From an optimization exercise on the open Yosys and OpenROAD flow, aimed at small area, a short achievable clock period and few clock cycles per item; shortcuts taken in it are not production practice.
In this exercise RTL edits were held to simulation tests only and were not proved equivalent to the original.
No activity file was given, so power comes from the tool's default toggle rates.

$ cat flow/run.sh
#!/bin/bash
set -euo pipefail
CTS="-sink_clustering_enable -repair_clock_nets -buf_list sky130_fd_sc_hd__clkbuf_16"
CTS="$CTS -dont_use_dummy_load -sink_clustering_size 30 -sink_clustering_max_diameter 80"
bash standard.sh "CTS_ARGS=$CTS" \
  "BUFFER_PORTS_ARGS=-buffer_cell sky130_fd_sc_hd__buf_4" finish > standard.log 2>&1
$ cat standard.sh
#!/bin/bash
# synth_recipe.tcl (not shown) runs the flow's synth.tcl, then flattens the netlist and writes it again
# the make line also repeats each setting of config.mk as NAME=value (left out here)
make -C /OpenROAD-flow-scripts/flow DESIGN_CONFIG=/design/flow/config.mk WORK_HOME=/design/flow/orfs CLKGATE_MAP_FILE= SYNTH_SCRIPT=/design/flow/synth_recipe.tcl "${@:-finish}"
$ cat config.mk
export PLATFORM = sky130hd
export DESIGN_NAME = stackTop
export DESIGN_NICKNAME = stackTop
export VERILOG_FILES = /design/flow/design.v
export SDC_FILE = /design/flow/constraint.sdc
export NUM_CORES = 4
export LEC_CHECK = 0
export ABC_AREA = 1
export CAP_MARGIN = 20
export CORE_MARGIN = 2
export CORE_UTILIZATION = 40
export SETUP_SLACK_MARGIN = 3.8
export SLEW_MARGIN = 20
$ cat constraint.sdc
create_clock -name core_clock -period 6.0 [get_ports {clk}]
set_input_delay 1.2000 -clock core_clock [delete_from_list [all_inputs] [get_ports {clk}]]
set_output_delay 1.2000 -clock core_clock [all_outputs]
set_load 0.01 [all_outputs]
$ cat design.v
package stackPkg;
    localparam int dataW = 8;
    localparam int addrW = 7;
    localparam int ringN = (1 << addrW) - 3;
    typedef enum logic [2:0] {
        opClear,
        opPush,
        opPop,
        opAdd,
        opSub
    } stackOp_t;
endpackage
`timescale 1ns/1ps
module stackTop (
    input logic clk,
    input logic arstN,
    input logic req,
    input stackPkg::stackOp_t op,
    input logic [stackPkg::dataW-1:0] value,
    output logic ack,
    output logic [stackPkg::dataW-1:0] topValue,
    output logic stackEmpty
);
    localparam int W = stackPkg::dataW;
    localparam int N = stackPkg::ringN;
    logic [W-1:0] top;
    logic [W-1:0] topOut;
    logic [W-1:0] topNext;
    logic topLoad;
    logic [W-1:0] second;
    logic [W-1:0] ring [0:N-1];
    logic pol;
    logic [3:0] pos;
    logic [3:0] posNext;
    logic [stackPkg::addrW-1:0] depth;
    logic nonEmpty;
    logic exec;
    logic isPush;
    logic isPop;
    logic isAdd;
    logic isSub;
    logic isClear;
    logic shrink;
    logic pendPush;
    logic pendShrink;
    logic pendClear;
    logic rotUp;
    logic rotDown;
    logic [W-1:0] third;
    logic [W-1:0] sumR;
    logic [W-1:0] diffR;
    logic [W-1:0] wrData;
    assign exec = req && !ack;
    assign isClear = exec && (op == stackPkg::opClear);
    assign isPush = exec && (op == stackPkg::opPush);
    assign isPop = exec && (op == stackPkg::opPop);
    assign isAdd = exec && (op == stackPkg::opAdd);
    assign isSub = exec && (op == stackPkg::opSub);
    assign shrink = isPop || isAdd || isSub;
    always_comb begin
        third = ({W{pos[0]}} & ring[N-1])
              | ({W{pos[1]}} & ring[0])
              | ({W{pos[2]}} & ring[1])
              | ({W{pos[3]}} & ring[2]);
        third = third ^ {W{pol}};
    end
    always_ff @(posedge clk) begin
        sumR <= second + top;
        diffR <= second - top;
    end
    assign wrData = ~(second ^ {W{pol}});
    always_comb begin
        if (pendPush) posNext = rotUp ? pos : {2'b00, pos[3:2]};
        else if (pendShrink) posNext = rotUp ? {pos[1:0], 2'b00} : pos;
        else posNext = rotUp ? {pos[2:0], 1'b0} : {1'b0, pos[3:1]};
    end
    always_ff @(posedge clk or negedge arstN) begin
        if (!arstN) begin
            ack <= 1'b0;
            depth <= '0;
            nonEmpty <= 1'b0;
            pol <= 1'b0;
            pos <= 4'b0010;
            rotUp <= 1'b1;
            rotDown <= 1'b0;
            pendPush <= 1'b0;
            pendShrink <= 1'b0;
            pendClear <= 1'b0;
        end else begin
            if (exec) ack <= 1'b1;
            else if (!req) ack <= 1'b0;
            pol <= !pol;
            pos <= posNext;
            rotUp <= posNext[0] || posNext[1];
            rotDown <= posNext[2] || posNext[3];
            pendPush <= isPush;
            pendShrink <= shrink;
            pendClear <= isClear;
            if (pendClear) depth <= '0;
            else if (pendPush) depth <= depth + 1'b1;
            else if (pendShrink) depth <= depth - 1'b1;
            if (isClear) nonEmpty <= 1'b0;
            else if (isPush) nonEmpty <= 1'b1;
            else if (shrink) nonEmpty <= (depth != 1);
        end
    end
    assign topLoad = isPush || isPop || isAdd || isSub;
    always_comb begin
        topNext = value;
        if (isPop) topNext = second;
        else if (isAdd) topNext = sumR;
        else if (isSub) topNext = diffR;
    end
    always_ff @(posedge clk) begin
        top <= topLoad ? topNext : topOut;
        topOut <= topLoad ? topNext : top;
        if (isPush) second <= top;
        else if (shrink) second <= third;
    end
    for (genvar i = 0; i < N; i++) begin : g_ring
        logic [W-1:0] fromBelow;
        logic [W-1:0] fromAbove;
        logic [W-1:0] rotated;
        assign fromBelow = ring[(i + N - 1) % N];
        assign fromAbove = ring[(i + 1) % N];
        assign rotated = ~((fromAbove | {W{rotUp}}) & (fromBelow | {W{rotDown}}));
        if (i == 0 || i == N - 1) begin : g_write
            logic wrHere;
            assign wrHere = isPush && ((i == 0) ? (pos[1] || pos[3]) : (pos[0] || pos[2]));
            always_ff @(posedge clk) begin
                ring[i] <= wrHere ? wrData : rotated;
            end
        end else begin : g_plain
            always_ff @(posedge clk) begin
                ring[i] <= rotated;
            end
        end
    end
    assign topValue = topOut;
    assign stackEmpty = !nonEmpty;
endmodule
==> results.txt <==
## report_power, final
group          switching [W]  internal (W)
registers          0.0000649       0.00713
clock network        0.00196       0.00132
logic               0.000208      0.000139
## sequential cells by signal, indices dropped and copies added, names as in the netlist, 4 cells and up
register / cells
pos: 4
topOut: 8
second: 8
diffR: 8
depth: 7
top: 8
ring: 1000
sumR: 7
## cell usage after synthesis, drive strengths merged
| library cell | n |
|---|---|
| edfxtp | 8 |
| a221oi | 1 |
| fa | 2 |
| a21oi | 12 |
| o22ai | 1000 |
| nand2 | 197 |
| clkbuf | 91 |
| dfrtp | 17 |
| xor2 | 16 |
| inv | 83 |
| a21boi | 2 |
| nand3 | 39 |
| clkinv | 6 |
| dfxtp | 1031 |
| o21bai | 2 |
| a31oi | 3 |
| buf | 153 |
| o21ai | 40 |
| ha | 17 |
| nor2 | 49 |
| nand4 | 15 |
| dfstp | 2 |
| nor3 | 7 |
## cell usage in the layout (no fill, tap or decap), types with 7 or more instances in the layout
master | netlist | layout
buf_4 | 1 | 17
edfxtp_1 | 8 | 8
ha_1 | 17 | 17
buf_6 | 7 | 13
dfrtp_1 | 17 | 15
nand4_1 | 15 | 15
o22ai_1 | 1000 | 1000
clkbuf_16 | 0 | 46
nor3_1 | 7 | 7
dfxtp_1 | 1031 | 1023
nand2_1 | 190 | 190
o21ai_2 | 12 | 12
dfxtp_2 | 0 | 7
o21ai_0 | 15 | 15
o21ai_1 | 11 | 11
inv_1 | 77 | 76
nand3_1 | 37 | 37
nor2_1 | 43 | 43
xor2_1 | 16 | 16
a21oi_1 | 12 | 12
## repair_timing
action                                  4_1_cts  5_1_grt
pin swaps                                     0        0
endpoints found under the setup margin      903      583
resized for setup                            25        5
gates cloned                                  1        1
setup buffers                                 4        2
## area by class of cell
class	instances	area, um2
sequential	1058	21400
fill	7269	44300
tap	1040	1300
clock buffer	44	1100
timing repair buffer	42	582
inverter	89	339
multi-input combinational	1402	8370
## worst paths after layout
| path | from | end | slack [ps] | depth (start not counted) |
|---|---|---|---|---|
| worst max-delay path | nonEmpty | stackEmpty | 3690 | 2 |
| worst min register to register | ring[121][3] | ring[122][3] | 390 | 1 |
| max in group asynchronous | arstN | pos[1] | 5240 | 1 |
| worst min-delay path | ring[121][3] | ring[122][3] | 390 | 1 |
| worst max register to register | rotUp | ring[73][0] | 3900 | 2 |
| min in group asynchronous | arstN | rotDown | 460 | 1 |
## through the flow
stage	worst slack [ps]	cells	utilization, %	power [W]	cell area (um2)
after global placement	3320	3623	41.0	0.00768	31700
after floorplan	3890	2793	-	0.00756	31200
final	3690	3675	42.8	0.0108	33100
after CTS	3630	3672	42.6	0.0110	33000
after detailed placement	3250	3623	41.0	0.00769	31700
after global routing	3640	3675	42.8	0.0113	33100
## metal layers
metal  share of wire, %  track usage, %  vias up
li1                   -               -    10100
met1                 50            18.0     9526
met2                 45            20.5      166
met3                2.5            1.80       58
met4                1.7            3.27        0
met5                  0               0        -
## logic make-up after synthesis
family | synth area share (%)
AOI/OAI and AO/OA | 21.3
adders and majority gates | 0.811
buffers and inverters | 4.69
DFF | 68.5
xor gates and xnor gates | 0.449
and+or+nand+nor | 4.26
==> flow_summary.yaml <==
status:
  status: "timing/DRC/antenna clean"
sta:
  finalSetupViolations: 0
  skew_ps: 49.7
  tns_ps: 0
  max_freq_mhz: 433
  rsz0062_at_grt: "yes"
  fin_crit_sh_pct: 38.4
  slew_violations: 0
  layout_min_cycle_time_ps: 2310
  worstMarginPinSlew_ps: 973
  hold_viol_final: 0
  whs_ps: 391
  relSlewSlack_pct: 35.1
yosys:
  synth-seq-cells: 1058
  synthDominantCellAreaShare_pct: 66.2
  synth_seq_area_share_pct: 68.5
  synth_top_cell_by_area: "dfxtp_1"
  syn-cell-area_mm2: 0.0312
  ys_warn_count: 2
  synth.area.top_cells: "dfxtp_1 (66%), o22ai_1 (20%), nand2_1 (2.3%)"
  syn_inst: 2793
  yosys.cell_types.count: 38
  syn-num-nets: 2826
  syn_avg_cell_area_um2: 11.2
floorplanning:
  rows: 102
  fp.dieW_um: 283
  die_h_um: 283
  fp.coreArea_mm2: 0.0773
  dieArea_mm2: 0.0802
  start_util_pct: 40.3
  ios: 24
grt:
  grt_antenna_before_repair: 0
  grt_max_degree: 280
  overflow: 0
  grt_first_pass_wirelength_um: 91100
  grt_usage_pct: 12.7
  grt_pass1_vias: 18800
detailed_routing:
  vias: 19900
  drt_iter0_drc: 1319
  first_pass_iters: 5
  drt-vias-per-instance: 5.41
  remaining_drc_errors: 0
  wire_per_inst_um: 14.5
  routed_wirelength_um: 53300
  ant_nets: 0
finish:
  drive_gt1_share_pct: 5.09
  final_net_count: 2670
  area_delta_synth_final_pct: 6.05
  antenna_cells: 0
clocking:
  path_clk_slew_ps: 110
  worstSkewPairLatency_ps: 620
  clockBufferDepth: 3
  cts_hold_buf: 0
  numCtsBuffers: 44
  cts-root-buf: "clkbuf_16"
  cts-htree-levels: 2
  cts.sinks: 1058
  tritoncts: "yes"
setup_path:
  cp.arrival_ps: 1110
  crit_type: "reg2out"
  worst-path-buf-inv: 2
  start_kind: "flip-flop"
  max_stage_delay_ps: 390
  endpoint_kind: "primary output"
  slowest_stage: "dfrtp_1"
  worstPathRequired_ps: 4800
  crit_family: "flip-flops"
  crit_chain: "inv_2 > buf_6"
  crit_fanout: 2
pwr:
  power_density_mw_per_mm2: 327
  irDropWorstVdd_v: 0.000174
  p_leak_nw: 13.6
placed_design:
  dp_hpwl_um: 31300
  port_buffers: 23
  place.gp.congestion: 0.741
hold_path:
  hp-class: "reg2reg"
run:
  maxCapViolCount: 0
Testbench counts, summed over its fixed seeds: cycles 24,000, items 12,000.

## separate check: timing with driven ports
The results above use ideal ports. As a check the final layout listed here was re-extracted and re-timed, cells and wires unchanged. Step 1 (the two cells are an assumption about what drives the block):
set clk [get_ports {clk}]
set_driving_cell -lib_cell sky130_fd_sc_hd__clkbuf_16 $clk
set_driving_cell -lib_cell sky130_fd_sc_hd__buf_2 [delete_from_list [all_inputs] $clk]
Step 2, shift: input delay + t, output delay - t, t = (earliest + latest rising clock arrival at the registers) / 2. This alone moves slack from input paths to output paths. a / b / c = ideal ports / drivers / drivers and shift; a / b = the first two.
shift t [ns]: 0.647
setup slack, ns: 3.693 / 3.629 / 3.382
worst hold slack (ns): 0.391 / 0.391 / 0.391
After both steps this run still meets setup and hold. For this run, drivers alone change the setup slack by -0.064 ns; drivers and shift together by -0.311 ns.
